This is an optimization exercise on Yosys and OpenROAD, whose aim is small area, a short achievable clock period and few clock cycles per item, not a production implementation.
Where RTL was checked, it was by simulation tests only, not by an equivalence proof against the original.
Only the layout flow was run in runs 2 and 3; the RTL was not checked for function there.

File: design/flow/config.mk
export PLATFORM = sky130hd
export DESIGN_NAME = euclidean_integer_divider_top
export DESIGN_NICKNAME = euclidean_integer_divider_top
export VERILOG_FILES = /design/flow/design.v
export SDC_FILE = /design/flow/constraint.sdc
export NUM_CORES = 4
export LEC_CHECK = 0
export CAP_MARGIN = 20
export CORE_MARGIN = 2
export CORE_UTILIZATION = 40
export PLACE_DENSITY = 0.6
export SETUP_SLACK_MARGIN = 2.3
export SLEW_MARGIN = 20
File: design/flow/constraint.sdc
create_clock -name core_clock -period 5.0 [get_ports {clock}]
set_input_delay 1.0000 -clock core_clock [delete_from_list [all_inputs] [get_ports {clock}]]
set_output_delay 1.0000 -clock core_clock [all_outputs]
set_load 0.01 [all_outputs]
File: design/flow/design.v
`default_nettype none
package edv_pkg;
   localparam int unsigned DataWidth = 32;
   localparam int unsigned QuoWidth  = DataWidth + 1;
   typedef struct packed {
      logic signed [DataWidth-1:0] dividend;
      logic signed [DataWidth-1:0] divisor;
   } req_type;
   typedef struct packed {
      logic signed [QuoWidth-1:0] quotient;
      logic                       divide_by_zero;
   } rsp_type;
endpackage
`default_nettype wire
`default_nettype none
module edv_add #(
   parameter int N = 31
) (
   input  wire logic [N-1:0] a,
   input  wire logic [N-1:0] b,
   input  wire logic         ci,
   output logic      [N-1:0] s,
   output logic              co
);
   function automatic integer clog2(input integer x);
      clog2 = 0;
      for (integer i = 0; i < 31; i = i + 1) begin
         if ((1 << i) < x) clog2 = i + 1;
      end
   endfunction
   localparam int L = clog2(N + 1);
   logic [(L+1)*(N+1)-1:0] g;
   logic [(L+1)*(N+1)-1:0] p;
   assign g[0] = ci;
   assign p[0] = 1'b0;
   for (genvar m = 1; m <= N; m++) begin : g_in
      assign g[m] = a[m-1] & b[m-1];
      assign p[m] = a[m-1] ^ b[m-1];
   end
   for (genvar l = 0; l < L; l++) begin : g_lvl
      for (genvar m = 0; m <= N; m++) begin : g_pos
         if (((m >> l) & 1) == 1) begin : g_op
            localparam int J = ((m >> l) << l) - 1;
            assign g[(l+1)*(N+1)+m] = g[l*(N+1)+m] | (p[l*(N+1)+m] & g[l*(N+1)+J]);
            assign p[(l+1)*(N+1)+m] = p[l*(N+1)+m] & p[l*(N+1)+J];
         end else begin : g_cp
            assign g[(l+1)*(N+1)+m] = g[l*(N+1)+m];
            assign p[(l+1)*(N+1)+m] = p[l*(N+1)+m];
         end
      end
   end
   for (genvar m = 0; m < N; m++) begin : g_sum
      assign s[m] = p[m+1] ^ g[L*(N+1)+m];
   end
   assign co = g[L*(N+1)+N];
endmodule
`default_nettype wire
`default_nettype none
module edv_lzc (
   input  wire logic [31:0] x,
   output logic             v,
   output logic [4:0]       c
);
   logic [15:0] v0;  logic [15:0]   c0;
   logic [7:0]  v1;  logic [7:0][1:0] c1;
   logic [3:0]  v2;  logic [3:0][2:0] c2;
   logic [1:0]  v3;  logic [1:0][3:0] c3;
   for (genvar i = 0; i < 16; i++) begin : g_l0
      assign v0[i] = x[2*i+1] | x[2*i];
      assign c0[i] = !x[2*i+1];
   end
   for (genvar i = 0; i < 8; i++) begin : g_l1
      assign v1[i] = v0[2*i+1] | v0[2*i];
      assign c1[i] = v0[2*i+1] ? {1'b0, c0[2*i+1]} : {1'b1, c0[2*i]};
   end
   for (genvar i = 0; i < 4; i++) begin : g_l2
      assign v2[i] = v1[2*i+1] | v1[2*i];
      assign c2[i] = v1[2*i+1] ? {1'b0, c1[2*i+1]} : {1'b1, c1[2*i]};
   end
   for (genvar i = 0; i < 2; i++) begin : g_l3
      assign v3[i] = v2[2*i+1] | v2[2*i];
      assign c3[i] = v2[2*i+1] ? {1'b0, c2[2*i+1]} : {1'b1, c2[2*i]};
   end
   assign v = v3[1] | v3[0];
   assign c = v3[1] ? {1'b0, c3[1]} : {1'b1, c3[0]};
endmodule
`default_nettype wire
`default_nettype none
module euclidean_integer_divider_top #(
   parameter int KS = 2       
) (
   input  wire logic              clock,
   input  wire logic              reset,
   input  wire logic              req_valid,
   output logic                   req_ready,
   input  edv_pkg::req_type       req_data,
   output logic                   rsp_valid,
   input  wire logic              rsp_ready,
   output edv_pkg::rsp_type       rsp_data
);
   localparam int P  = KS - 1;       
   localparam int WN = 35 + P;       
   localparam int YN = WN + 1;       
   localparam int CW = 5;            
   logic [WN-1:0] ws_q, wc_q;    
   logic          qp0_q, qn0_q;  
   logic [32:0]   q_q;           
   logic [32:0]   qm_q;          
   logic [31:0]   d_q;           
   logic          bneg_q;        
   logic          bz_q;          
   logic          dbz_q;
   logic [CW-1:0] cnt_q;         
   logic          fst_q;         
   logic [KS-1:0] pdp_q, pdn_q;  
   logic          ofs_q;         
   logic          pk_q;          
   logic          act_q;         
   logic          pc_q;          
   logic          vld_q;
   wire [31:0] a = req_data.dividend;
   wire [31:0] b = req_data.divisor;
   wire [30:0] bx = b[30:0] ^ {31{b[31]}};
   logic       unused_v;
   logic [4:0] z;
   edv_lzc u_lz (.x({bx, 1'b1}), .v(unused_v), .c(z));
   logic [4:0] zf_q;     
   logic       pv_q;     
   always_ff @(posedge clock) begin
      zf_q <= z;
   end
   logic [CW-1:0] cyc;
   logic [P:0]    epad;
   always_comb begin
      cyc  = '0;
      epad = '0;
      for (int i = 0; i < 32; i++) begin
         if (zf_q == 5'(i)) begin
            cyc  = CW'((i + 2 + KS - 1) / KS);
            epad = (P+1)'(1) << (((i + 2 + KS - 1) / KS) * KS - (i + 2));
         end
      end
   end
   wire [31:0] bn = b << zf_q;
   logic [WN-1:0] w0, c0;
   always_comb begin
      w0 = '0;
      c0 = '0;
      for (int e = 0; e <= P; e++) begin
         w0 = w0 | ({WN{epad[e]}} & ({{(WN-32){a[31]}}, a} << (P - e)));
         c0 = c0 | ({WN{epad[e] & b[31]}} & ({{(WN-32){b[31]}}, b} << (P - e)));
      end
   end
   wire [YN-1:0] dx   = {{(YN-34-P){d_q[31]}}, d_q, {(P+2){1'b0}}};
   wire          dneg = d_q[31];
   function automatic logic [1:0] dsel(input logic [3:0] est, input logic neg);
      logic ge0, m1;
      ge0 = !est[3];
      m1  = (est == 4'b1111);
      dsel = neg ? {!ge0 && !m1, ge0} : {ge0, !ge0 && !m1};    
   endfunction
   logic [WN-1:0] ws [KS+1];
   logic [WN-1:0] wc [KS+1];
   logic [KS:0]   qp, qn;
   logic [KS-1:0] dp, dn;
   assign ws[0] = ws_q;
   assign wc[0] = wc_q;
   assign qp[0] = qp0_q;
   assign qn[0] = qn0_q;
   for (genvar j = 0; j < KS; j++) begin : g_step
      localparam int FW = (j == KS - 1) ? 0 : 6 + 2 * (KS - 2 - j);
      wire [YN-1:0] ys = {ws[j], 1'b0};
      wire [YN-1:0] yc = {wc[j], 1'b0};
      wire up = qp[j];
      wire dw = qn[j];
      assign dp[KS-1-j] = up;
      assign dn[KS-1-j] = dw;
      wire [YN-1:0] op = ({YN{up}} & ~dx) | ({YN{dw}} & dx);
      wire [YN-1:0] sm = ys ^ yc ^ op;
      wire [YN-1:0] cy = (ys & yc) | (ys & op) | (yc & op);
      wire [WN-1:0] wsf = sm[WN-1:0];
      wire [WN-1:0] wcf = {cy[WN-2:0], up};
      wire [YN-1:0] smp = ys ^ yc ^ ~dx;
      wire [YN-1:0] cyp = (ys & yc) | (ys & ~dx) | (yc & ~dx);
      wire [YN-1:0] smz = ys ^ yc;
      wire [YN-1:0] cyz = ys & yc;
      wire [YN-1:0] smn = ys ^ yc ^ dx;
      wire [YN-1:0] cyn = (ys & yc) | (ys & dx) | (yc & dx);
      wire [WN-1:0] wsp = smp[WN-1:0];
      wire [WN-1:0] wcp = {cyp[WN-2:0], 1'b1};
      wire [WN-1:0] wsz = smz[WN-1:0];
      wire [WN-1:0] wcz = {cyz[WN-2:0], 1'b0};
      wire [WN-1:0] wsn = smn[WN-1:0];
      wire [WN-1:0] wcn = {cyn[WN-2:0], 1'b0};
      wire [1:0] gp = dsel(wsp[WN-1:WN-4] + wcp[WN-1:WN-4], dneg);
      wire [1:0] gz = dsel(wsz[WN-1:WN-4] + wcz[WN-1:WN-4], dneg);
      wire [1:0] gn = dsel(wsn[WN-1:WN-4] + wcn[WN-1:WN-4], dneg);
      wire [1:0] g  = up ? gp : dw ? gn : gz;
      assign qp[j+1] = g[1];
      assign qn[j+1] = g[0];
      if (FW > 0) begin : g_win
         wire [WN-1:0] wsw = up ? wsp : dw ? wsn : wsz;
         wire [WN-1:0] wcw = up ? wcp : dw ? wcn : wcz;
         assign ws[j+1] = {wsw[WN-1:WN-FW], wsf[WN-FW-1:0]};
         assign wc[j+1] = {wcw[WN-1:WN-FW], wcf[WN-FW-1:0]};
      end else begin : g_nowin
         assign ws[j+1] = wsf;
         assign wc[j+1] = wcf;
      end
   end
   wire signed [KS+1:0] dpv = {2'b00, pdp_q};
   wire signed [KS+1:0] dnv = {2'b00, pdn_q};
   wire signed [KS+1:0] v   = dpv - dnv;
   wire [32:0] s_q  = ofs_q ? 33'd0 : q_q;
   wire [32:0] s_qm = ofs_q ? {33{1'b1}} : qm_q;
   function automatic logic [32:0] otf(input logic signed [KS+1:0] u,
                                       input logic [32:0] sm1, input logic [32:0] s0);
      logic signed [KS+1:0] h;
      h = u >>> KS;
      if (h < 0) otf = {sm1[32-KS:0], u[KS-1:0]};
      else       otf = {s0[32-KS:0], u[KS-1:0]};
   endfunction
   wire signed [KS+1:0] one = (KS+2)'(1);
   wire [32:0] q_n  = otf(v,       s_qm, s_q);
   wire [32:0] qm_n = otf(v - one, s_qm, s_q);
   logic [WN-2:0] unused_s;
   logic          wcarry;
   edv_add #(.N(WN-1)) u_sgn (.a(ws_q[WN-2:0]), .b(wc_q[WN-2:0]), .ci(1'b0), .s(unused_s), .co(wcarry));
   wire        wneg = ws_q[WN-1] ^ wc_q[WN-1] ^ wcarry;
   wire        pick = wneg ^ bneg_q;
   wire blk  = act_q && ofs_q && vld_q;
   wire step = act_q && !pc_q && !blk;
   wire take = act_q && ofs_q && !vld_q;
   wire load = req_valid && pv_q && (!act_q || (pc_q && !ofs_q) || blk);
   always_ff @(posedge clock) begin
      if (load) begin
         d_q    <= bn;
         bneg_q <= b[31];
         bz_q   <= (b == 32'd0);
      end
   end
   always_ff @(posedge clock) begin
      if (load) begin
         ws_q  <= w0;
         wc_q  <= c0;
         {qp0_q, qn0_q} <= dsel(w0[WN-1:WN-4] + c0[WN-1:WN-4], b[31]);
         cnt_q <= cyc;
         fst_q <= 1'b1;
      end else begin
         ws_q  <= ws[KS];
         wc_q  <= wc[KS];
         {qp0_q, qn0_q} <= {qp[KS], qn[KS]};
         cnt_q <= cnt_q - 1'b1;
         fst_q <= 1'b0;
      end
   end
   always_ff @(posedge clock) begin
      pdp_q <= dp;
      pdn_q <= dn;
      ofs_q <= !load && (step ? fst_q : (ofs_q && !pc_q));
   end
   always_ff @(posedge clock) begin
      if ((step && !fst_q) || (pc_q && !blk)) begin
         q_q  <= q_n;
         qm_q <= qm_n;
      end
      if (pc_q && !blk) begin
         pk_q  <= pick;
         dbz_q <= bz_q;
      end
   end
   always_ff @(posedge clock) begin
      if (reset) begin
         pv_q  <= 1'b0;
         act_q <= 1'b0;
         pc_q  <= 1'b0;
         vld_q <= 1'b0;
      end else begin
         pv_q  <= req_valid && !take;
         act_q <= load || (act_q && !pc_q);
         pc_q  <= step && (cnt_q == CW'(1));
         vld_q <= (pc_q && !blk) || (vld_q && !rsp_ready);
      end
   end
   assign req_ready = take;
   assign rsp_valid = vld_q;
   assign rsp_data  = {dbz_q ? 33'd0 : pk_q ? qm_q : q_q, dbz_q};
endmodule
`default_nettype wire
File: design/flow/flow/run.sh
#!/bin/bash
# The standard layout (standard.sh), run in three parts, with these
# changes to how the layout is made:
# - synthesis does not extract full/half adders into sky130 fa/ha cells
#   before ABC (ADDER_MAP_FILE empty), so the carry-save and prefix logic
#   maps as gates;
# - ABC maps with flow/abc_speed.script (structural choices, then delay-
#   oriented mapping) instead of ORFS's, from a copy of ORFS's scripts folder
#   that differs only in that file;
# - during placement only, the delay cells (clkdlybuf4s*, dlygate*, dlymetal*)
#   are also don't-use, so the port buffers that placement inserts on every
#   input and output are plain buffers rather than delay cells.
# Registers, names and all other steps are the standard flow's. Each part's
# make output goes to its own log here; ORFS's per-step logs stay under
# orfs/logs.
set -euo pipefail
rm -rf scripts
cp -r "$FLOW_HOME/scripts" scripts
cp flow/abc_speed.script scripts/abc_speed.script
common=(SCRIPTS_DIR="$PWD/scripts" ADDER_MAP_FILE=)
bash standard.sh "${common[@]}" synth floorplan > flow_synth_floorplan.log 2>&1
du=$(make -s -C "$FLOW_HOME" DESIGN_CONFIG="$PWD/config.mk" WORK_HOME="$PWD/orfs" print-DONT_USE_CELLS | sed -n 's/^DONT_USE_CELLS: //p')
dly="sky130_fd_sc_hd__clkdlybuf4s15_1 sky130_fd_sc_hd__clkdlybuf4s15_2 sky130_fd_sc_hd__clkdlybuf4s18_1 sky130_fd_sc_hd__clkdlybuf4s18_2 sky130_fd_sc_hd__clkdlybuf4s25_1 sky130_fd_sc_hd__clkdlybuf4s25_2 sky130_fd_sc_hd__clkdlybuf4s50_1 sky130_fd_sc_hd__clkdlybuf4s50_2 sky130_fd_sc_hd__dlygate4sd1_1 sky130_fd_sc_hd__dlygate4sd2_1 sky130_fd_sc_hd__dlygate4sd3_1 sky130_fd_sc_hd__dlymetal6s2s_1 sky130_fd_sc_hd__dlymetal6s4s_1 sky130_fd_sc_hd__dlymetal6s6s_1"
bash standard.sh "${common[@]}" DONT_USE_CELLS="$du $dly" place > flow_place.log 2>&1
bash standard.sh "${common[@]}" finish > flow_finish.log 2>&1
File: design/flow/flow/abc_speed.script
strash
dch -f
map
topo
buffer -c
upsize -c
dnsize -c
File: design/flow/standard.sh
#!/bin/bash
# synth_recipe.tcl (not shown) runs the flow's synth.tcl, then flattens the netlist and writes it again
# the make line also repeats each setting of config.mk as NAME=value (left out here)
make -C /OpenROAD-flow-scripts/flow DESIGN_CONFIG=/design/flow/config.mk WORK_HOME=/design/flow/orfs CLKGATE_MAP_FILE= SYNTH_SCRIPT=/design/flow/synth_recipe.tcl "${@:-finish}"
==> notes.md, run 1 <==
- Fmax: 0.3692 GHz
- CTS tree: done
- IO buf count: 103
- Initial core utilization: 40.28%
- Routed length per instance: 18.31 um
- Mapped Cells: 2296
- Final Max Tran Viols: 0
- First-pass GRT wire length: 79950 um
- CTS buffer count: 17
- Ratio of cells with drive above 1 in the final layout: 13.55%
- CP max-delay cell: dfxtp_2
- CP peak stage delay: 0.37 ns
- DR vias/cell: 5.670
- Synth Area per Inst: 6.561 um^2
- Endpoints failing setup: 0
- Layout Nets: 2476
- Synth Cell Area: 0.01506 mm^2
- Worst setup EP type: flop
- Initial antenna violation count: 0
- Cell variety after synth: 64
- Largest net degree at the start of global routing: 79
- Pre-Repair DR Iteration Count: 5
- Crit Path Max Fanout: 6
- Vias in the first global route: 14730
- Die ar.: 0.03923 mm^2
- CP bufs+invs: 1
- Critical path, cell by cell: or2_4, nand2_1, nor2_2, o211ai_1, nand3_2, nand3_1, nand2_1, a21oi_4, a22o_4, buf_8, nand2_1, a21oi_1, o22ai_1
- Period Utilization, post-route: 54.17%
- Max Root-Sink Buffers: 2
- Hold-fix buffer count after cts: 0
- Slew Limit Headroom: 39.55%
- Die Width: 198.1 um
- Skew final: 0.01568 ns
- Delay-heaviest family, CP: compound AO/OA/AOI/OAI gates
- TNS Setup: 0 ns
- Tot GR Track Use: 26.07%
- Commonest non-fill, non-tap cell in the layout: nand2_1
- Clock Latency Late Sink: 0.46 ns
- Fin. Hold Viols: 0
- FF+latch count, synth: 196
- Fill cells: 3763
- Multi-input gate area: 0.009467 mm^2
- Post-synth EDFFs: 102
- Critical path arrival: 3.04 ns
- 1st-iter DRT viols: 1663
- Worst-margin pin slew: 0.9067 ns
- Reg area: 0.004966 mm^2
- Hold crit path type: flop to flop
- Outcome: no timing/DRC/antenna violations
- ANT cells: 0
- Antenna-violating nets left: 0
- YS warnings: 3
- Most Frequent Cell on Critical Path: nand2_1
- CP Launch Type: flop
- Placer Congestion: 0.9729
- CTS clk-pin slew, worst paths: 0.08 ns
- I/O pin cnt: 104
- Ys flop type: edfxtp_1
- Core area: 0.03740 mm^2
- Final WL: 53690 um
- CTS root buf: clkbuf_16
- Type of the worst setup path: flop to flop
- DRC viols: 0
- Area growth syn-to-layout: 19.75%
- Mapped Nets: 2364
- # clock sinks: 196
- Vias post-DR: 16630
- Period minus WS final: 2.708 ns
- # Max-Cap Violations: 0
- Crit path required time: 5.33 ns
- Die Span Y: 198.1 um
- Congestion Overflow GR: 0
- H-Tree Depth: 4
- DP HPWL: 36150 um
- Post-synthesis sequential area ratio: 32.83%
- FP Rows: 71
- Most frequent cells in the layout: 488 x nand2_1, 320 x nor2_1, 238 x inv_1
- Asr flop ratio synth: 0%
- RSZ-0062 raised after global routing: true
cells by family after synthesis:
group | Yosys count | synth area share (%)
flops | 196 | 32.83
buf+inv | 366 | 9.511
simple gates | 1030 | 28.21
mux | 7 | 0.4652
compound gates | 660 | 26.79
xor+xnor | 37 | 2.201
metal layers:
layer | wire (um) | GRT usage, %
met5 | 0 | 0
met4 | 1627 | 8.828
met3 | 3526 | 3.475
met2 | 24510 | 41.77
met1 | 24030 | 36.11
registers in the layout (all words and copies together), names as in the netlist:
register  flops
cnt_q         5
pc_q          1
ofs_q         1
pv_q          1
pdn_q         2
pdp_q         2
ws_q         36
qp0_q         1
d_q          32
wc_q         36
qn0_q         1
dbz_q         1
qm_q         33
act_q         1
bneg_q        1
q_q          33
bz_q          1
vld_q         1
pk_q          1
zf_q          5
fst_q         1
synthesized netlist by cell type (all sizes together) (2+ instances only):
cell | n | area (um^2)
a41oi | 2 | 17.52
mux2i | 7 | 70.07
a31oi | 45 | 287.8
or2 | 5 | 31.28
nor4 | 8 | 50.05
a32oi | 4 | 35.03
o21ai | 259 | 1398
a21o | 2 | 15.01
xnor2 | 7 | 68.82
a22o | 2 | 17.52
and2 | 17 | 108.9
o221ai | 9 | 78.83
nor3 | 21 | 105.1
a22oi | 38 | 290.3
edfxtp | 102 | 3063
xor2 | 30 | 262.8
inv | 248 | 930.9
a21oi | 137 | 685.7
o2bb2ai | 5 | 43.79
a21boi | 4 | 30.02
nand2 | 518 | 1967
o22ai | 42 | 262.8
o21bai | 2 | 26.28
nand3b | 7 | 56.30
o211ai | 46 | 345.3
nand4 | 19 | 131.4
o2111ai | 9 | 85.08
clkbuf | 88 | 330.3
nor2 | 332 | 1251
o31ai | 3 | 22.52
dfxtp | 94 | 1882
buf | 30 | 171.4
a211oi | 43 | 322.8
nand3 | 102 | 540.5
stage by stage:
| step | std cells | hold slack, ns | setup WS (ns) | area, um^2 | util [%] |
|---|---|---|---|---|---|
| after floorplan | 2296 | 0.3258 | 2.534 | 15080 | - |
| after global placement | 2817 | 0.4221 | 1.560 | 15770 | 42.18 |
| after detailed placement | 2817 | 0.4307 | 1.453 | 15780 | 42.19 |
| after CTS | 2877 | 0.4410 | 2.268 | 16860 | 45.09 |
| after global routing | 2932 | 0.4563 | 2.193 | 18040 | 48.23 |
| final | 2932 | 0.4412 | 2.292 | 18040 | 48.23 |
final timing paths:
kind | end | from | slack, ns | depth (start not counted)
worst min-delay path | pc_q | cnt_q[4] | 0.44 | 1
worst max-delay path | wc_q[19] | wc_q[31] | 2.29 | 13
worst min register to register | pc_q | cnt_q[4] | 0.44 | 1
worst max register to register | wc_q[19] | wc_q[31] | 2.29 | 13
layout make-up:
cell class	count	area share [%]
Multi-Input combinational cell	1740	52.48
Sequential cell	196	27.53
Clock buffer	18	2.497
Timing Repair inverter	2	0.06936
Clock inverter	14	0.6728
Timing Repair Buffer	203	7.893
Inverter	248	5.313
Tap cell	511	3.544
what timing repair did:
item                       CTS  global route
resized for setup           67           152
pin swaps                    7            33
setup endpoints to repair  112           108
cloned                       4            10
buffers inserted            24            44
Testbench counts, summed over its fixed seeds: cycles 37,387, items 3,600.
==> inputs of run 2 (changes only) <==
--- a/design/flow/design.v
+++ b/design/flow/design.v
@@ -87,7 +87,7 @@
 `default_nettype wire
 `default_nettype none
 module euclidean_integer_divider_top #(
-   parameter int KS = 2       
+   parameter int KS = 3       
 ) (
    input  wire logic              clock,
    input  wire logic              reset,
--- a/design/flow/config.mk
+++ b/design/flow/config.mk
@@ -9,5 +9,5 @@
 export CORE_MARGIN = 2
 export CORE_UTILIZATION = 40
 export PLACE_DENSITY = 0.6
-export SETUP_SLACK_MARGIN = 2.3
+export SETUP_SLACK_MARGIN = 1.8
 export SLEW_MARGIN = 20
==> run 2 against run 1 <==
  * Still clean on timing, DRC and antenna
  * Maximum frequency shrank 30%
  * Die area grew 19%
  * Clock skew grew 0.0015 ns
  * Non-clock buffer count grew 47
  * Critical path depth grew 6
  * Cell count grew 23%
  * Hold slack lost 0.0085 ns
  * Utilization grew 0.53 points
  * Worst setup slack lost 1.1 ns
  * Register-to-register slack lost 1.1 ns
  * Critical endpoint is now qp0_q
  * Largest cell class unchanged
  * Highest routed layer is now met5
==> notes.md, run 2 <==
- Outcome: no timing/DRC/antenna violations
- Fmax: 0.2602 GHz (-30%)
- # Max-Cap Violations: 0 (unchanged)
- FP Rows: 77 (+8.5%)
- Final Max Tran Viols: 0 (unchanged)
- Worst setup EP type: flop
- Synth Cell Area: 0.01795 mm^2 (+19%)
- Pre-Repair DR Iteration Count: 6 (+1)
- Core area: 0.04422 mm^2 (+18%)
- DR vias/cell: 5.706 (+0.64%)
- Commonest non-fill, non-tap cell in the layout: nand2_1
- Fin. Hold Viols: 0 (unchanged)
- Mapped Nets: 2938 (+24%)
- Asr flop ratio synth: 0% (unchanged)
- Critical path arrival: 4.19 ns (+1.15 ns)
- 1st-iter DRT viols: 2058 (+24%)
- I/O pin cnt: 104 (unchanged)
- Placer Congestion: 1.015 (+4.3%)
- Most common cell in the synthesized netlist: nand2_1
- Synth cell count leaders: 652 x nand2_1, 393 x nor2_1, 319 x o21ai_0
- Synth area leader: edfxtp_1
- Final WL: 68310 um (+27%)
- Ys flop type: edfxtp_1
- Initial core utilization: 40.59% (+0.32 points)
- DP Area: 0.01886 mm^2 (+20%)
- Crit Path Max Fanout: 7 (+1)
- RSZ-0062 raised after global routing: true
- Main area contributors after synthesis: edfxtp_1 17%, nand2_1 14%, dfxtp_1 11%, o21ai_0 8.9%, nor2_1 8.2%
- Ratio of cells with drive above 1 in the final layout: 13.69% (+0.14 points)
- FF+latch count, synth: 200 (+2.0%)
- Endpoints failing setup: 0 (unchanged)
- Antenna-violating nets left: 0 (unchanged)
- Clock Latency Late Sink: 0.51 ns (+0.05 ns)
- Die ar.: 0.04659 mm^2 (+19%)
- Die Width: 215.8 um (+9.0%)
- TNS Setup: 0 ns (unchanged)
- YS warnings: 3 (unchanged)
- Type of the worst setup path: flop to flop
- Initial antenna violation count: 5 (+5)
- Regs by FF count: wc_q: 37 flops, ws_q: 37 flops
- Post-synthesis sequential area ratio: 27.99% (-4.8 points)
- # clock sinks: 200 (+2.0%)
- Post-synth EDFFs: 102 (unchanged)
- Most frequent cells in the layout: 620 x nand2_1, 369 x nor2_1, 311 x inv_1
- Final hold slack: 0.4327 ns (-0.008522 ns)
- Synth Area per Inst: 6.255 um^2 (-4.7%)
- Hold-fix buffer count after cts: 0 (unchanged)
- Congestion Overflow GR: 0 (unchanged)
- Max Root-Sink Buffers: 2 (unchanged)
- Slew Limit Headroom: 28.15% (-11 points)
- Tot GR Track Use: 28.24% (+2.2 points)
- Final instance area: 0.02156 mm^2 (+20%)
- Period minus WS final: 3.844 ns (+1.135 ns)
- Placed Cells: 3480 (+24%)
- Vias in the first global route: 19100 (+30%)
- Crit path required time: 5.35 ns (+0.02 ns)
- Largest net degree at the start of global routing: 57 (-28%)
- DP HPWL: 49930 um (+38%)
- Layout Nets: 3079 (+24%)
- DRC viols: 0 (unchanged)
- CTS buffer count: 17 (unchanged)
- Period Utilization, post-route: 76.88% (+23 points)
- Area fraction of the dominant cell type after synthesis: 17.06% (-3.3 points)
- IO buf count: 103 (unchanged)
- Routed length per instance: 18.87 um (+3.1%)
- Cell variety after synth: 76 (+19%)
- Area growth syn-to-layout: 20.12%
- Skew final: 0.01720 ns (+0.001521 ns)
- Final cell count without fillers: 3620 (+23%)
- CTS clk-pin slew, worst paths: 0.09 ns (about the same)
- Worst-margin pin slew: 1.078 ns (+0.1710 ns)
- First-pass GRT wire length: 103700 um (+30%)
- CTS root buf: clkbuf_16
- Vias post-DR: 20660 (+24%)
- CTS tree: done
- CP Launch Type: flop
- Mapped Cells: 2870 (+25%)
- Die Span Y: 215.8 um (+9.0%)
- H-Tree Depth: 4 (unchanged)
- Hold crit path type: flop to flop
==> run 2: area by class of cell <==
class                      instances  area (um^2)
tap                              592        740.7
timing repair buffer             250         1583
clock buffer                      17        425.4
fill                            4471        22660
antenna                            4        10.01
inverter                         332         1276
sequential                       200         5051
clock inverter                    15        214.0
multi-input combinational       2210        12260
==> run 2: worst paths after layout <==
check	endpoint	slack, ns	depth (start not counted)	start
setup / recovery	qp0_q	1.16	19	d_q[30]
hold / removal	dbz_q	0.43	0	bz_q
setup reg to reg	qp0_q	1.16	19	d_q[30]
hold reg to reg	dbz_q	0.43	0	bz_q
==> run 2: critical path, stage by stage, from the launching register on <==
cell	delay (ns)
edfxtp_1	0.45
buf_6	0.15
nand3b_1	0.18
a21oi_4	0.23
buf_6	0.13
nor2_4	0.03
o2111ai_2	0.10
nand4_1	0.21
a31oi_4	0.33
o21ai_4	0.17
buf_6	0.16
o311ai_4	0.32
buf_6	0.16
nand4_1	0.19
o21ai_1	0.22
nand2_2	0.13
a31oi_2	0.20
o211ai_1	0.13
a21oi_2	0.13
o22ai_1	0.06
==> run 2: cell families after synthesis <==
| kind of cell | share of synthesized area, % |
|---|---|
| muxes | 0.7806 |
| xor gates and xnor gates | 4.036 |
| DFF | 27.99 |
| buffers and inverters | 9.863 |
| AOI/OAI and AO/OA | 27.13 |
| and+or+nand+nor | 30.19 |
==> run 2: what timing repair did <==
item	in CTS	in global routing
gates resized for setup	181	157
pin swaps	41	71
cloned	0	3
endpoints found under the setup margin	127	108
setup buffers	53	47
==> run 2: stage by stage <==
step                      utilization, %  setup slack [ns]
after global routing               48.74            0.9520
after floorplan                        -             1.790
final                              48.76             1.156
after detailed placement           42.64            0.5281
after global placement             42.64            0.6632
after CTS                          46.49             1.259
==> run 2: per-layer routing <==
metal  track usage (%)  share of wire (%)  routed length (um)  up-vias
li1                  -                  -                   -    10040
met1             35.91                 42               28410     9594
met2             46.21                 46               31730      834
met3             5.187                7.4                5027      181
met4             13.49                4.6                3118        4
met5                 0              0.038                  26        -
==> inputs of run 3 (changes only) <==
--- a/design/flow/config.mk
+++ b/design/flow/config.mk
@@ -9,5 +9,5 @@
 export CORE_MARGIN = 2
 export CORE_UTILIZATION = 40
 export PLACE_DENSITY = 0.6
-export SETUP_SLACK_MARGIN = 1.8
+export SETUP_SLACK_MARGIN = 1.5
 export SLEW_MARGIN = 20
==> run 3 against run 2 <==
  * Worst setup slack got worse by 0.049 ns
  * Flip-flop and latch count unchanged
  * Non-clock buffer count grew 9
  * Critical path type unchanged
  * Still clean on timing, DRC and antenna
  * Cell area is 3.8% higher
  * Maximum frequency fell by 1.3%
  * First-iteration DRC count shrank 9.1%
  * Highest routed layer unchanged
  * Clock skew up 0.0090 ns
  * Critical path depth up 1
  * Via count rose by 0.20%
==> notes.md, run 3 <==
- Worst-margin pin slew: 0.9846 ns (-0.09313 ns)
- Reg2Reg Capture Point: qp0_q
- Skew final: 0.02619 ns (+0.008996 ns)
- Fmax: 0.2569 GHz (-1.3%)
- Asr flop ratio synth: 0% (unchanged)
- Die Span Y: 215.8 um (unchanged)
- Reg area: 0.005056 mm^2 (about the same)
- Post-synthesis sequential area ratio: 27.99% (unchanged)
- Die ar.: 0.04659 mm^2 (unchanged)
- Post-synth EDFFs: 102 (unchanged)
- Vias post-DR: 20700 (+0.20%)
- Final Max Tran Viols: 0 (unchanged)
- Fill cells: 4444 (-0.60%)
- Cell count of the worst hold path: 0 (unchanged)
- Most frequent cells in the layout: 589 x nand2_1, 349 x nor2_1, 306 x inv_1
- Critical path arrival: 4.24 ns (+0.05 ns)
- Final instance area: 0.02238 mm^2 (+3.8%)
- CTS root buf: clkbuf_16
- CP peak stage delay: 0.51 ns (+0.06 ns)
- Placer Congestion: 0.9889 (-2.6%)
- Hold crit path type: flop to flop
- Ratio of cells with drive above 1 in the final layout: 17.90% (+4.2 points)
- CTS tree: done
- Period minus WS final: 3.893 ns (+0.04899 ns)
- IO buf count: 103 (unchanged)
- Commonest non-fill, non-tap cell in the layout: nand2_1
- Outcome: no timing/DRC/antenna violations
- Multi-input gate area: 0.01292 mm^2 (+5.3%)
- FP Rows: 77 (unchanged)
- Synth Area per Inst: 6.255 um^2 (unchanged)
- DRC viols: 0 (unchanged)
- Mapped Cells: 2870 (unchanged)
- Fin. Hold Viols: 0 (unchanged)
- Antenna-violating nets left: 0 (unchanged)
- H-Tree Depth: 4 (unchanged)
- Ys flop type: edfxtp_1
- Tot GR Track Use: 28.32% (+0.077 points)
- Die Width: 215.8 um (unchanged)
- Crit Reg-Reg Startpoint: d_q[31]
- Area growth syn-to-layout: 24.67%
- CP max-delay cell: edfxtp_1
- Cell variety after synth: 76 (unchanged)
- Main area contributors after synthesis: edfxtp_1 17%, nand2_1 14%, dfxtp_1 11%, o21ai_0 8.9%, nor2_1 8.2%
- Max Root-Sink Buffers: 2 (unchanged)
- Reg2Reg Depth: 20 (+1)
- Synth area leader: edfxtp_1
- TNS Setup: 0 ns (unchanged)
- Crit Path Max Fanout: 6 (-1)
- Endpoints failing setup: 0 (unchanged)
- Worst hold start: bz_q
- Type of the worst setup path: flop to flop
- DP HPWL: 50720 um (+1.6%)
- Dpl ws: 0.3483 ns (-0.1798 ns)
- Congestion Overflow GR: 0 (unchanged)
- CTS buffer count: 17 (unchanged)
- Initial antenna violation count: 4 (-1)
- # Max-Cap Violations: 0 (unchanged)
- Final WL: 70280 um (+2.9%)
- Mapped Nets: 2938 (unchanged)
- I/O pin cnt: 104 (unchanged)
- Largest net degree at the start of global routing: 73 (+28%)
- Regs by FF count: wc_q: 37 flops, ws_q: 37 flops
- CTS clk-pin slew, worst paths: 0.09 ns (about the same)
- Slew Limit Headroom: 33.44% (+5.3 points)
- Pre-Repair DR Iteration Count: 6 (unchanged)
- Synth Cell Area: 0.01795 mm^2 (unchanged)
- Final worst slack: 1.107 ns (-0.04899 ns)
- Crit path required time: 5.34 ns (about the same)
- YS warnings: 3 (unchanged)
- # clock sinks: 200 (unchanged)
- Most common cell in the synthesized netlist: nand2_1
- Routed length per instance: 19.38 um (+2.7%)
- Initial core utilization: 40.59% (unchanged)
- R2R Setup Slk: 1.11 ns (-0.05 ns)
- Final core utilization: 50.61% (+1.8 points)
- Area fraction of the dominant cell type after synthesis: 17.06% (unchanged)
- RSZ-0062 raised after global routing: true
- First-pass GRT wire length: 103100 um (-0.55%)
- Hold endpoint: dbz_q
- Core area: 0.04422 mm^2 (unchanged)
- 1st-iter DRT viols: 1871 (-9.1%)
- Layout Nets: 3088 (+0.29%)
- DP Area: 0.01886 mm^2 (about the same)
- Vias in the first global route: 18470 (-3.3%)
- Clock Latency Late Sink: 0.50 ns (about the same)
- Hold-fix buffer count after cts: 0 (unchanged)
- Synth cell count leaders: 652 x nand2_1, 393 x nor2_1, 319 x o21ai_0
- CP Launch Type: flop
- Period Utilization, post-route: 77.86% (+0.98 points)
- FF+latch count, synth: 200 (unchanged)
- Worst setup EP type: flop
- Critical path, cell by cell: buf_6, o21ai_4, nand3_2, nand2_4, nand4_1, nand3_2, nand4_1, a31oi_4, o21ai_4, buf_12, buf_6, o311ai_4, nand4_1, o211ai_1, buf_4, nand3_2, nand2_1, o211ai_1, a21oi_2, o22ai_1
- DR vias/cell: 5.707 (about the same)
run 3: cell types whose count changed in the layout (fill, tap and decap cells not counted), moves of 10 or more:
cell and change:
nand2_2 +15, nor2_1 -20, nor2_4 +10, nand2_4 +17, o21ai_2 +17, nand2_1 -31, nor2_2 +10, o21ai_4 +14
o21ai_0 -30, a21oi_1 -10
run 3: how the worst max path moves through the flow:
stage | from | endpoint | slack, ns | cells past startpoint
floorplan | req_valid | bneg_q | 1.73 | 5
detailed placement | d_q[29] | qp0_q | 0.35 | 18
finish | d_q[31] | qp0_q | 1.11 | 20
global placement | d_q[29] | qp0_q | 0.35 | 18
global route | d_q[31] | qp0_q | 0.88 | 20
CTS | d_q[30] | qp0_q | 1.16 | 21
run 3: cells by family (layout without fill, tap and decap cells):
group	after synthesis	count (layout)	synth area share (%)
AOI/OAI and AO/OA	808	808	27.13
xor gates and xnor gates	78	78	4.036
buffers and inverters	463	624	9.863
DFF	200	200	27.99
muxes	14	14	0.7806
other	0	2	0
and+or+nand+nor	1307	1309	30.19
run 3: area by class of cell:
type	count	area share, %
well taps	592	3.310
flip-flops and latches	200	22.59
diodes	2	0.02236
multi-input cells	2209	57.72
clock buffers	18	1.918
repair inverters	1	0.02236
repair buffers	259	7.900
clock inverters	14	0.8331
inverters	332	5.680
run 3: what timing repair did:
item                       CTS  global route
setup buffers               43            56
hold endpoints to repair     0             0
gates resized for setup    156           380
pin swaps                   36           125
gates cloned                 1             8
setup endpoints to repair   79            87
run 3: critical path: cells and delay by family (launching register included):
| kind | cells | cell delay, ns |
|---|---|---|
| buffers and inverters | 4 | 0.63 |
| flip-flops | 1 | 0.51 |
| AO/OA/AOI/OAI | 8 | 1.44 |
| AND/OR/NAND/NOR | 8 | 1.15 |
run 3: stage by stage:
| step | std cells | hold WS [ns] |
|---|---|---|
| after CTS | 3560 | 0.4256 |
| after detailed placement | 3484 | 0.4071 |
| after global routing | 3625 | 0.4444 |
| after floorplan | 2870 | 0.3300 |
| final | 3627 | 0.4183 |
| after global placement | 3484 | 0.4097 |
run 3: routing by layer:
metal | vias up | routed length, um | global-route usage [%]
met5 | - | 23 | 0
met4 | 4 | 3539 | 13.72
met3 | 160 | 4316 | 4.947
met2 | 760 | 32110 | 45.17
met1 | 9716 | 30300 | 37.03
li1 | 10060 | - | -
==> inputs of run 4 (changes only) <==
--- a/design/flow/design.v
+++ b/design/flow/design.v
@@ -87,7 +87,7 @@
 `default_nettype wire
 `default_nettype none
 module euclidean_integer_divider_top #(
-   parameter int KS = 3       
+   parameter int KS = 2       
 ) (
    input  wire logic              clock,
    input  wire logic              reset,
--- a/design/flow/config.mk
+++ b/design/flow/config.mk
@@ -8,6 +8,6 @@
 export CAP_MARGIN = 20
 export CORE_MARGIN = 2
 export CORE_UTILIZATION = 40
-export PLACE_DENSITY = 0.6
-export SETUP_SLACK_MARGIN = 1.5
+export PLACE_DENSITY = 0.7
+export SETUP_SLACK_MARGIN = 2.2
 export SLEW_MARGIN = 20
==> run 4 against run 3 <==
  * Flip-flop and latch count decreased by 4
  * Worst setup slack better by 1.1 ns
  * Sequential share of layout area up 6.0 points
  * Largest cell class unchanged
  * Clock skew is 0.0080 ns lower
==> notes.md, run 4 <==
- Outcome: no timing/DRC/antenna violations
- Hold-fix buffer count after cts: 0 (unchanged)
- Synth Area per Inst: 6.561 um^2 (+4.9%)
- Mapped Cells: 2296 (-20%)
- H-Tree Depth: 4 (unchanged)
- FP Rows: 71 (-7.8%)
- Final Max Tran Viols: 0 (unchanged)
- Largest net degree at the start of global routing: 77 (+5.5%)
- Final worst slack: 2.243 ns (+1.136 ns)
- Dpl ws: 1.379 ns (+1.030 ns)
- Period Utilization, post-route: 55.14% (-23 points)
- Type of the worst setup path: flop to flop
- FF+latch count, synth: 196 (-2.0%)
- TNS Setup: 0 ns (unchanged)
- Vias in the first global route: 15060 (-18%)
- Cell variety after synth: 64 (-16%)
- Vias post-DR: 16650 (-20%)
- Die Span Y: 198.1 um (-8.2%)
- Die Width: 198.1 um (-8.2%)
- Final WL: 50970 um (-27%)
- Commonest non-fill, non-tap cell in the layout: nand2_1
- Asr flop ratio synth: 0% (unchanged)
- CTS tree: done
- YS warnings: 3 (unchanged)
- CTS root buf: clkbuf_16
- Hold crit path type: flop to flop
- 1st-iter DRT viols: 2003 (+7.1%)
- Routed length per instance: 17.62 um (-9.1%)
- Final core utilization: 46.44% (-4.2 points)
- Post-synthesis sequential area ratio: 32.83% (+4.8 points)
- CP Launch Type: flop
- Pre-Repair DR Iteration Count: 6 (unchanged)
- Area growth syn-to-layout: 15.31%
- First-pass GRT wire length: 77740 um (-25%)
- Area fraction of the dominant cell type after synthesis: 20.33% (+3.3 points)
- Endpoints failing setup: 0 (unchanged)
- RSZ-0062 raised after global routing: true
- Synth Cell Area: 0.01506 mm^2 (-16%)
- Fmax: 0.3627 GHz (+41%)
- Congestion Overflow GR: 0 (unchanged)
- Reg2Reg Depth: 9 (-55%)
- DP HPWL: 34760 um (-31%)
- Max Root-Sink Buffers: 2 (unchanged)
- Critical path arrival: 3.14 ns (-1.10 ns)
- Crit path required time: 5.38 ns (+0.04 ns)
- # Max-Cap Violations: 0 (unchanged)
- CTS clk-pin slew, worst paths: 0.09 ns (about the same)
- Core area: 0.03740 mm^2 (-15%)
- Initial core utilization: 40.28% (-0.32 points)
- Ratio of cells with drive above 1 in the final layout: 9.530% (-8.4 points)
- Initial antenna violation count: 1 (-3)
- IO buf count: 103 (unchanged)
- Most common cell in the synthesized netlist: nand2_1
- ANT cells: 0 (-2)
- Crit Path Max Fanout: 19 (+13)
- Period minus WS final: 2.757 ns (-1.136 ns)
- Worst-margin pin slew: 1.034 ns (+0.04990 ns)
- Main area contributors after synthesis: edfxtp_1 20%, nand2_1 13%, dfxtp_1 12%, nor2_1 8.2%, o21ai_0 6.7%
- # clock sinks: 196 (-2.0%)
- Placer Congestion: 0.9918 (+0.29%)
- Fin. Hold Viols: 0 (unchanged)
- Skew final: 0.01816 ns (-0.008031 ns)
- Slew Limit Headroom: 30.79% (-2.6 points)
- Synth cell count leaders: 511 x nand2_1, 330 x nor2_1, 245 x inv_1
- Most frequent cells in the layout: 492 x nand2_1, 322 x nor2_1, 239 x inv_1
- Worst setup EP type: flop
- Die ar.: 0.03923 mm^2 (-16%)
- Final hold slack: 0.4278 ns (+0.009495 ns)
- Cell count of the worst hold path: 1 (+1)
- Tot GR Track Use: 25.02% (-3.3 points)
- Synth area leader: edfxtp_1
- Clock Latency Late Sink: 0.46 ns (-0.04 ns)
- Layout Nets: 2437 (-21%)
- Antenna-violating nets left: 0 (unchanged)
- Post-synth EDFFs: 102 (unchanged)
- DR vias/cell: 5.756 (+0.86%)
- DRC viols: 0 (unchanged)
- Regs by FF count: wc_q: 36 flops, ws_q: 36 flops
- I/O pin cnt: 104 (unchanged)
- CTS buffer count: 17 (unchanged)
- Mapped Nets: 2364 (-20%)
- Ys flop type: edfxtp_1
-- run 4: final timing paths --
kind	from	endpoint	slack, ns
max reg2reg	d_q[31]	ws_q[31]	2.24
max	d_q[31]	ws_q[31]	2.24
min reg2reg	pc_q	ofs_q	0.43
min	pc_q	ofs_q	0.43
-- run 4: routing by layer --
metal | track usage [%] | wire length [um]
met1 | 33.36 | 21590
met2 | 41.03 | 23380
met3 | 3.543 | 4187
met4 | 9.580 | 1807
met5 | 0 | 10
-- run 4: logic make-up (layout without fill, tap and decap cells) --
kind of cell	Yosys count	in the layout	share of synthesized area (%)
xor+xnor	37	37	2.201
flops	196	196	32.83
simple gates	1030	1033	28.21
buf+inv	366	448	9.511
compound gates	660	661	26.79
mux	7	7	0.4652
-- run 4: area by class of cell --
cell class,instances,area [um^2]
clock buffer,17,425.4
clock inverter,15,196.4
fill,3762,20030
inverter,248,959.7
multi-input combinational,1738,9195
sequential,196,4961
tap,511,639.4
timing repair buffer,165,974.7
timing repair inverter,3,17.52
-- run 4: timing repair --
action / CTS / global route
endpoints found under the setup margin: 111 / 95
setup buffers: 16 / 19
gates cloned: 4 / 7
gates resized for setup: 34 / 114
pin swaps: 5 / 23
-- run 4: per-stage QoR --
| step | instance area [um^2] | cells |
|---|---|---|
| 6_report | 17370 | 2893 |
| 5_1_grt | 17370 | 2893 |
| 4_1_cts | 16700 | 2867 |
| 3_5_place_dp | 15760 | 2815 |
| 3_3_place_gp | 15760 | 2815 |
| 2_1_floorplan | 15070 | 2296 |
-- run 4: worst max-delay path: stages (launching register included) --
cell      delay [ns]
edfxtp_1        0.45
buf_1           0.77
nand3_1         0.21
a31oi_2         0.36
nand2_4         0.23
nand2_4         0.24
nand2_1         0.11
o21ai_2         0.08
o21ai_1         0.08
a31oi_1         0.15
Testbench counts of run 4, summed over its fixed seeds: cycles 37,387, items 3,600.
==> inputs of run 5 (changes only) <==
--- a/design/flow/config.mk
+++ b/design/flow/config.mk
@@ -8,6 +8,6 @@
 export CAP_MARGIN = 20
 export CORE_MARGIN = 2
 export CORE_UTILIZATION = 40
-export PLACE_DENSITY = 0.7
+export PLACE_DENSITY = 0.55
 export SETUP_SLACK_MARGIN = 2.2
 export SLEW_MARGIN = 20
==> run 5 against run 4 <==
  * Hold slack lost 0.016 ns
  * Maximum frequency down 0.97%
  * First-iteration DRC count decreased by 15%
  * Utilization fell by 0.30 points
  * Global-route usage grew 0.99 points
  * Critical endpoint is now qp0_q
  * Highest routed layer unchanged
==> notes.md, run 5 <==
- Outcome: no timing/DRC/antenna violations
- Final worst slack: 2.216 ns (-0.02689 ns)
- Synth cell count leaders: 511 x nand2_1, 330 x nor2_1, 245 x inv_1
- Area fraction of the dominant cell type after synthesis: 20.33% (unchanged)
- Endpoints failing setup: 0 (unchanged)
- Die Span Y: 198.1 um (unchanged)
- Pre-Repair DR Iteration Count: 9 (+3)
- Max Root-Sink Buffers: 2 (unchanged)
- Post-synthesis sequential area ratio: 32.83% (unchanged)
- Post-synthesis mux area share: 0.4652% (unchanged)
- Final Max Tran Viols: 0 (unchanged)
- Tot GR Track Use: 26.01% (+0.99 points)
- Post-synth EDFFs: 102 (unchanged)
- Type of the worst setup path: flop to flop
- Main combinational cell family by area after synthesis: simple AND/OR/NAND/NOR gates
- Regs by FF count: wc_q: 36 flops, ws_q: 36 flops
- Final hold slack: 0.4114 ns (-0.01638 ns)
- Clock Latency Late Sink: 0.46 ns (about the same)
- Skew final: 0.01928 ns (+0.001117 ns)
- Mapped Cells: 2296 (unchanged)
- ANT cells: 0 (unchanged)
- Cell variety after synth: 64 (unchanged)
- Hold crit path type: flop to flop
- Fin. Hold Viols: 0 (unchanged)
- RSZ-0062 raised after global routing: true
- Placer Congestion: 0.9374 (-5.5%)
- First-pass GRT wire length: 79620 um (+2.4%)
- Synth area leader: edfxtp_1
- Die ar.: 0.03923 mm^2 (unchanged)
- Layout Nets: 2438 (+0.041%)
- Initial antenna violation count: 1 (unchanged)
- CP Launch Type: flop
- Most frequent cells in the layout: 499 x nand2_1, 322 x nor2_1, 238 x inv_1
- Hold-fix buffer count after cts: 0 (unchanged)
- Most common cell in the synthesized netlist: nand2_1
- Dpl ws: 1.167 ns (-0.2111 ns)
- Worst setup EP type: flop
- Critical path, cell by cell: clkdlybuf4s15_1, nand2_1, nand2_1, nand2_1, nand3_1, nand4_1, nand3_1, nand2_1, a21oi_1, o22ai_1
- Routed length per instance: 18.37 um (+4.3%)
- Mapped Nets: 2364 (unchanged)
- Post-Synth Adder-Cell Area: 0% (unchanged)
- Critical path arrival: 3.11 ns (-0.03 ns)
- IO buf count: 103 (unchanged)
- Commonest non-fill, non-tap cell in the layout: nand2_1
- Crit Path Max Fanout: 9 (-10)
- 1st-iter DRT viols: 1709 (-15%)
- DRC viols: 0 (unchanged)
- Die Width: 198.1 um (unchanged)
- Vias post-DR: 16270 (-2.3%)
- H-Tree Depth: 4 (unchanged)
- Fmax: 0.3592 GHz (-0.97%)
- Synth Area in XOR/XNOR: 2.201% (unchanged)
- Ys flop type: edfxtp_1
- CTS buffer count: 17 (unchanged)
- DP HPWL: 37070 um (+6.7%)
- Compound-Gate Fraction of Synth Area: 26.79% (unchanged)
- Antenna-violating nets left: 0 (unchanged)
- DR vias/cell: 5.620 (-2.4%)
- CP max-delay cell: clkdlybuf4s15_1
- Crit path required time: 5.33 ns (-0.05 ns)
- Period minus WS final: 2.784 ns (+0.02689 ns)
- Final instance area: 0.01726 mm^2 (-0.66%)
- Congestion Overflow GR: 0 (unchanged)
- # clock sinks: 196 (unchanged)
- CTS clk-pin slew, worst paths: 0.08 ns (about the same)
- CTS root buf: clkbuf_16
- Final WL: 53170 um (+4.3%)
- Main area contributors after synthesis: edfxtp_1 20%, nand2_1 13%, dfxtp_1 12%, nor2_1 8.2%, o21ai_0 6.7%
- Post-synthesis simple-gate area fraction: 28.21% (unchanged)
- FP Rows: 71 (unchanged)
- Area growth syn-to-layout: 14.55%
- CTS tree: done
- CP peak stage delay: 0.74 ns (-0.03 ns)
- Core area: 0.03740 mm^2 (unchanged)
- Slew Limit Headroom: 33.79% (+3.0 points)
- # Max-Cap Violations: 0 (unchanged)
- Most Frequent Cell on Critical Path: nand2_1
- YS warnings: 3 (unchanged)
- Asr flop ratio synth: 0% (unchanged)
- Vias in the first global route: 14620 (-2.9%)
- I/O pin cnt: 104 (unchanged)
- Synth Area per Inst: 6.561 um^2 (unchanged)
- TNS Setup: 0 ns (unchanged)
- Ratio of cells with drive above 1 in the final layout: 9.232% (-0.30 points)
- Fill cells: 3893 (+3.5%)
- Initial core utilization: 40.28% (unchanged)
- Largest net degree at the start of global routing: 71 (-7.8%)
- Delay-heaviest family, CP: simple AND/OR/NAND/NOR gates
- Period Utilization, post-route: 55.68% (+0.54 points)
- Worst-margin pin slew: 0.9894 ns (-0.04506 ns)
- DP Area: 0.01578 mm^2 (+0.15%)
- CP bufs+invs: 1 (unchanged)
- FF+latch count, synth: 196 (unchanged)
- Synth Cell Area: 0.01506 mm^2 (unchanged)
[run 5: cell types whose count changed in the layout (fill, tap and decap cells not counted), sizes merged]
cell	previous run	this run
clkbuf	24	27
clkinv	8	5
a22o	3	5
buf	157	155
bufinv	0	1
clkinvlp	6	7
nand2	521	520
[run 5: layer usage]
metal	vias up	share of wire, %	global-route usage [%]
met5	-	0.026	0
met4	2	3.0	8.744
met3	106	6.1	3.338
met2	602	46	42.75
met1	7525	45	35.29
li1	8030	-	-
[run 5: metrics by stage]
stage          instances  utilization (%)
3_5_place_dp        2818            42.20
5_1_grt             2894            46.14
6_report            2894            46.14
3_3_place_gp        2818            42.17
2_1_floorplan       2296                -
4_1_cts             2868            44.44
[run 5: kinds of logic after synthesis]
family	count (synthesis)
flops	196
simple gates	1030
mux	7
compound gates	660
buf+inv	366
xor+xnor	37
[run 5: area by class of cell]
class / count / area [um^2] / share of cell area, %
clock buffer: 18 / 429.2 / 2.487
inverter: 248 / 954.7 / 5.533
timing repair buffer: 165 / 949.7 / 5.504
timing repair inverter: 3 / 17.52 / 0.1015
clock inverter: 14 / 160.2 / 0.9281
multi-input combinational: 1739 / 9136 / 52.95
sequential: 196 / 4969 / 28.79
tap: 511 / 639.4 / 3.705
[run 5: what timing repair did]
item,CTS,global route
endpoints found under the hold margin,0,0
pin swaps,3,15
resized for setup,31,96
setup buffers,15,18
setup endpoints to repair,118,98
gates cloned,3,8
[run 5: worst paths after layout]
| check | from | slack [ns] | cells after the start | end |
|---|---|---|---|---|
| max | qp0_q | 2.22 | 10 | qp0_q |
| min | pc_q | 0.41 | 1 | ofs_q |
| min reg2reg | pc_q | 0.41 | 1 | ofs_q |
| max reg2reg | qp0_q | 2.22 | 10 | qp0_q |
[run 5: worst register-to-register path, stage by stage (launching register included)]
cell and delay (ns):
dfxtp_4 0.42, clkdlybuf4s15_1 0.74, nand2_1 0.28, nand2_1 0.21, nand2_1 0.15, nand3_1 0.17
nand4_1 0.17, nand3_1 0.15, nand2_1 0.06, a21oi_1 0.20, o22ai_1 0.11
==> inputs of run 6 (changes only) <==
==> design/flow/flow/abc_speed.script (replaced) <==
strash
dch -f
map -a
topo
buffer -c
upsize -c
dnsize -c
--- a/design/flow/config.mk
+++ b/design/flow/config.mk
@@ -8,6 +8,6 @@
 export CAP_MARGIN = 20
 export CORE_MARGIN = 2
 export CORE_UTILIZATION = 40
-export PLACE_DENSITY = 0.55
+export PLACE_DENSITY = 0.6
 export SETUP_SLACK_MARGIN = 2.2
 export SLEW_MARGIN = 20
==> run 6 against run 5 <==
  * Via count is 8.6% lower
  * Synthesized cell count is 6.4% lower
  * Cell area is 1.3% higher
  * Maximum frequency is 11% lower
  * Die area is 4.3% lower
  * Hold slack better by 0.0086 ns
  * Utilization is 3.1 points higher
  * Cell count is 5.2% lower
  * Synthesized area is 4.4% lower
  * Global-route usage is 0.94 points lower
  * Clock skew is 0.0027 ns higher
  * Largest cell class unchanged
==> notes.md, run 6 <==
- Worst-margin pin slew: 1.013 ns (+0.02382 ns)
- Final cell count without fillers: 2744 (-5.2%)
- Outcome: no timing/DRC/antenna violations
- Worst hold start: bz_q
- Layout Nets: 2338 (-4.1%)
- Cell count of the worst hold path: 0 (-1)
- Vias in the first global route: 13800 (-5.6%)
- Pre-Repair DR Iteration Count: 9 (unchanged)
- Ratio of cells with drive above 1 in the final layout: 15.59% (+6.4 points)
- Most frequent cells in the layout: 434 x nand2_1, 291 x nor2_1, 252 x inv_1
- DP HPWL: 33400 um (-9.9%)
- Max Root-Sink Buffers: 2 (unchanged)
- Crit path required time: 5.33 ns (about the same)
- CP peak stage delay: 0.37 ns (-0.37 ns)
- Slew Limit Headroom: 32.45% (-1.3 points)
- Core area: 0.03548 mm^2 (-5.1%)
- H-Tree Depth: 4 (unchanged)
- R2R Setup Slk: 1.87 ns (-0.35 ns)
- Synth area leader: edfxtp_1
- Initial core utilization: 40.57% (+0.29 points)
- # clock sinks: 196 (unchanged)
- Synth Cell Area: 0.01440 mm^2 (-4.4%)
- DR vias/cell: 5.420 (-3.6%)
- Tot GR Track Use: 25.07% (-0.94 points)
- Die Span Y: 193.7 um (-2.2%)
- Area growth syn-to-layout: 21.44%
- Hold crit path type: flop to flop
- 1st-iter DRT viols: 1185 (-31%)
- YS warnings: 3 (unchanged)
- Worst setup EP type: flop
- Post-synth EDFFs: 102 (unchanged)
- Regs by FF count: wc_q: 36 flops, ws_q: 36 flops
- # Max-Cap Violations: 0 (unchanged)
- FF+latch count, synth: 196 (unchanged)
- Routed length per instance: 17.51 um (-4.7%)
- Fin. Hold Viols: 0 (unchanged)
- Type of the worst setup path: flop to flop
- Synth Area per Inst: 6.698 um^2 (+2.1%)
- FP Rows: 69 (-2.8%)
- CTS root buf: clkbuf_16
- CP max-delay cell: dfxtp_4
- Placed Cells: 2635 (-6.5%)
- CTS clk-pin slew, worst paths: 0.08 ns (about the same)
- TNS Setup: 0 ns (unchanged)
- Hold endpoint: dbz_q
- Area fraction of the dominant cell type after synthesis: 21.28% (+0.94 points)
- Main area contributors after synthesis: edfxtp_1 21%, dfxtp_1 13%, nand2_1 12%, nor2_1 8.1%, o21ai_0 7.5%
- Asr flop ratio synth: 0% (unchanged)
- Post-synthesis sequential area ratio: 34.35% (+1.5 points)
- Largest net degree at the start of global routing: 74 (+4.2%)
- Cell variety after synth: 62 (-3.1%)
- ANT cells: 0 (unchanged)
- Clock Latency Late Sink: 0.47 ns (about the same)
- Endpoints failing setup: 0 (unchanged)
- CP bufs+invs: 5 (+4)
- CTS buffer count: 17 (unchanged)
- Period minus WS final: 3.132 ns (+0.3477 ns)
- Final instance area: 0.01748 mm^2 (+1.3%)
- Die ar.: 0.03752 mm^2 (-4.3%)
- Initial antenna violation count: 1 (unchanged)
- DRC viols: 0 (unchanged)
- Period Utilization, post-route: 62.63% (+7.0 points)
- Ys flop type: edfxtp_1
- Commonest non-fill, non-tap cell in the layout: nand2_1
- Skew final: 0.02198 ns (+0.002697 ns)
- Vias post-DR: 14870 (-8.6%)
- Placer Congestion: 0.9647 (+2.9%)
- Final core utilization: 49.27% (+3.1 points)
- DP Area: 0.01510 mm^2 (-4.3%)
- RSZ-0062 raised after global routing: true
- I/O pin cnt: 104 (unchanged)
- CTS tree: done
- Crit Path Max Fanout: 3 (-6)
- Reg2Reg Capture Point: qp0_q
- Final Max Tran Viols: 0 (unchanged)
- Final WL: 48040 um (-9.7%)
- Mapped Cells: 2149 (-6.4%)
- First-pass GRT wire length: 74720 um (-6.2%)
- Reg2Reg Depth: 24 (+14)
- CP Launch Type: flop
- Synth cell count leaders: 470 x nand2_1, 309 x nor2_1, 262 x inv_1
- Delay-heaviest family, CP: simple AND/OR/NAND/NOR gates
- Crit Reg-Reg Startpoint: ws_q[32]
- Critical path, cell by cell: nand2_4, inv_4, nor2_4, inv_2, nand2_2, nand2_4, buf_6, o211ai_1, o21ai_1, inv_2, nor2_4, nor2_4, inv_2, nand2_2, nand2_4, or2_0, nand2_1, o21ai_2, xnor2_2, o41a_1, o21ai_2, a21oi_2, nor3_2, o22ai_2
- Mapped Nets: 2217 (-6.2%)
- Critical path arrival: 3.47 ns (+0.36 ns)
- Antenna-violating nets left: 0 (unchanged)
- Fmax: 0.3193 GHz (-11%)
- Congestion Overflow GR: 0 (unchanged)
- Most common cell in the synthesized netlist: nand2_1
- Die Width: 193.7 um (-2.2%)
- IO buf count: 103 (unchanged)
==> run 6: cell count changes after synthesis, moves of 13 or more <==
| cell | change |
|---|---|
| inv_2 | +17 |
| o21ai_0 | +13 |
| nand3_1 | -66 |
| nand2_1 | -41 |
| o21ai_1 | -16 |
| xnor2_1 | +32 |
| inv_1 | +17 |
| a31oi_1 | -30 |
| a21oi_1 | +23 |
| nor2_1 | -21 |
| o22ai_1 | -29 |
| o211ai_1 | -34 |
| xor2_1 | +15 |
==> run 6: kinds of logic (layout without fill, tap and decap cells) <==
group	after synthesis	after routing	synth area share [%]
XOR/XNOR	86	86	5.389
AND/OR/NAND/NOR	879	879	24.53
AO/OA/AOI/OAI	591	591	24.67
adder cells (fa/ha/maj)	3	3	0.2347
buffers and inverters	388	522	10.41
flip-flops	196	196	34.35
multiplexers	6	6	0.4172
==> run 6: layout make-up <==
type | count | area, um^2
fillers | 3495 | 18000
multi-input cells | 1565 | 8900
flip-flops and latches | 196 | 4972
repair buffers | 202 | 1291
inverters | 284 | 1105
well taps | 461 | 576.8
clock buffers | 21 | 471.7
clock inverters | 11 | 122.6
repair inverters | 4 | 42.54
==> run 6: worst max path at each step <==
stage	from	endpoint	slack, ns	depth (start not counted)
floorplan	vld_q	q_q[0]	2.21	5
detailed placement	d_q[31]	ws_q[10]	1.32	14
finish	ws_q[32]	qp0_q	1.87	24
CTS	wc_q[32]	qn0_q	1.97	22
global route	qn0_q	qp0_q	1.69	23
global placement	d_q[31]	ws_q[10]	1.36	14
==> run 6: per-stage QoR <==
stage	hold WS, ns	setup WS (ns)
global route	0.4594	1.685
CTS	0.4207	1.969
finish	0.4200	1.868
detailed placement	0.4045	1.317
global placement	0.4034	1.356
floorplan	0.3965	2.213
==> run 6: what timing repair did <==
item	4_1_cts	5_1_grt
hold buffers	0	0
gates resized for setup	140	149
cloned	7	2
setup buffers	38	30
setup endpoints to repair	144	149
pin swaps	57	77
==> run 6: per-layer routing <==
layer	vias up	global-route usage [%]	wire length, um	part of all wire, %
met5	-	0	13	0.027
li1	7370	-	-	-
met4	2	8.086	1222	2.5
met1	6924	32.89	20700	43
met3	81	3.757	2972	6.2
met2	496	42.35	23130	48
==> run 6: worst reg2reg max path: stages, from the launching register on <==
cell      delay, ns
dfxtp_4        0.37
nand2_4        0.08
inv_4          0.04
nor2_4         0.11
inv_2          0.06
nand2_2        0.07
nand2_4        0.07
buf_6          0.12
o211ai_1       0.16
o21ai_1        0.12
inv_2          0.13
nor2_4         0.07
nor2_4         0.13
inv_2          0.07
nand2_2        0.07
nand2_4        0.06
or2_0          0.22
nand2_1        0.11
o21ai_2        0.09
xnor2_2        0.14
o41a_1         0.15
o21ai_2        0.17
a21oi_2        0.06
nor3_2         0.23
o22ai_2        0.10

-- port drivers added, routing unchanged --
The flow's constraints put no driver on any port. The routed layouts listed below were extracted and timed again, unchanged, in two steps. Step 1: set_driving_cell puts a clkbuf_16 on clock and a buf_2 on each other input, an assumption about the parent block. Step 2 moves the port delays by t, midway between the first and last clock arrival at a register: inputs arrive t later, outputs are due t later. That takes back most of the time a late clock gives input paths. Slacks: no drivers / after step 1 / after step 2; pairs: no drivers / after step 1.
run	t, ns	setup WS [ns]	hold slack, ns	worst setup path at the end	worst data-port slew with drivers (ns)
run 1	0.504	2.292 / 2.281 / 1.999	0.441 / 0.441 / 0.441	input to register	0.04
run 2	0.550	1.156 / 1.156 / 1.156	0.433 / 0.433 / 0.433	register to register	0.11
run 3	0.544	1.107 / 1.107 / 1.107	0.418 / 0.418 / 0.418	register to register	0.11
run 4	0.510	2.243 / 2.209 / 1.877	0.428 / 0.428 / 0.428	input to register	0.08
run 5	0.503	2.216 / 2.200 / 1.924	0.411 / 0.411 / 0.411	input to register	0.11
run 6	0.510	1.868 / 1.868 / 1.788	0.420 / 0.420 / 0.420	input to register	0.07
After both steps setup and hold are still met in every run listed. The setup slack of run 4, which loses most, moves by -0.034 ns with the drivers and by -0.366 ns with both steps.
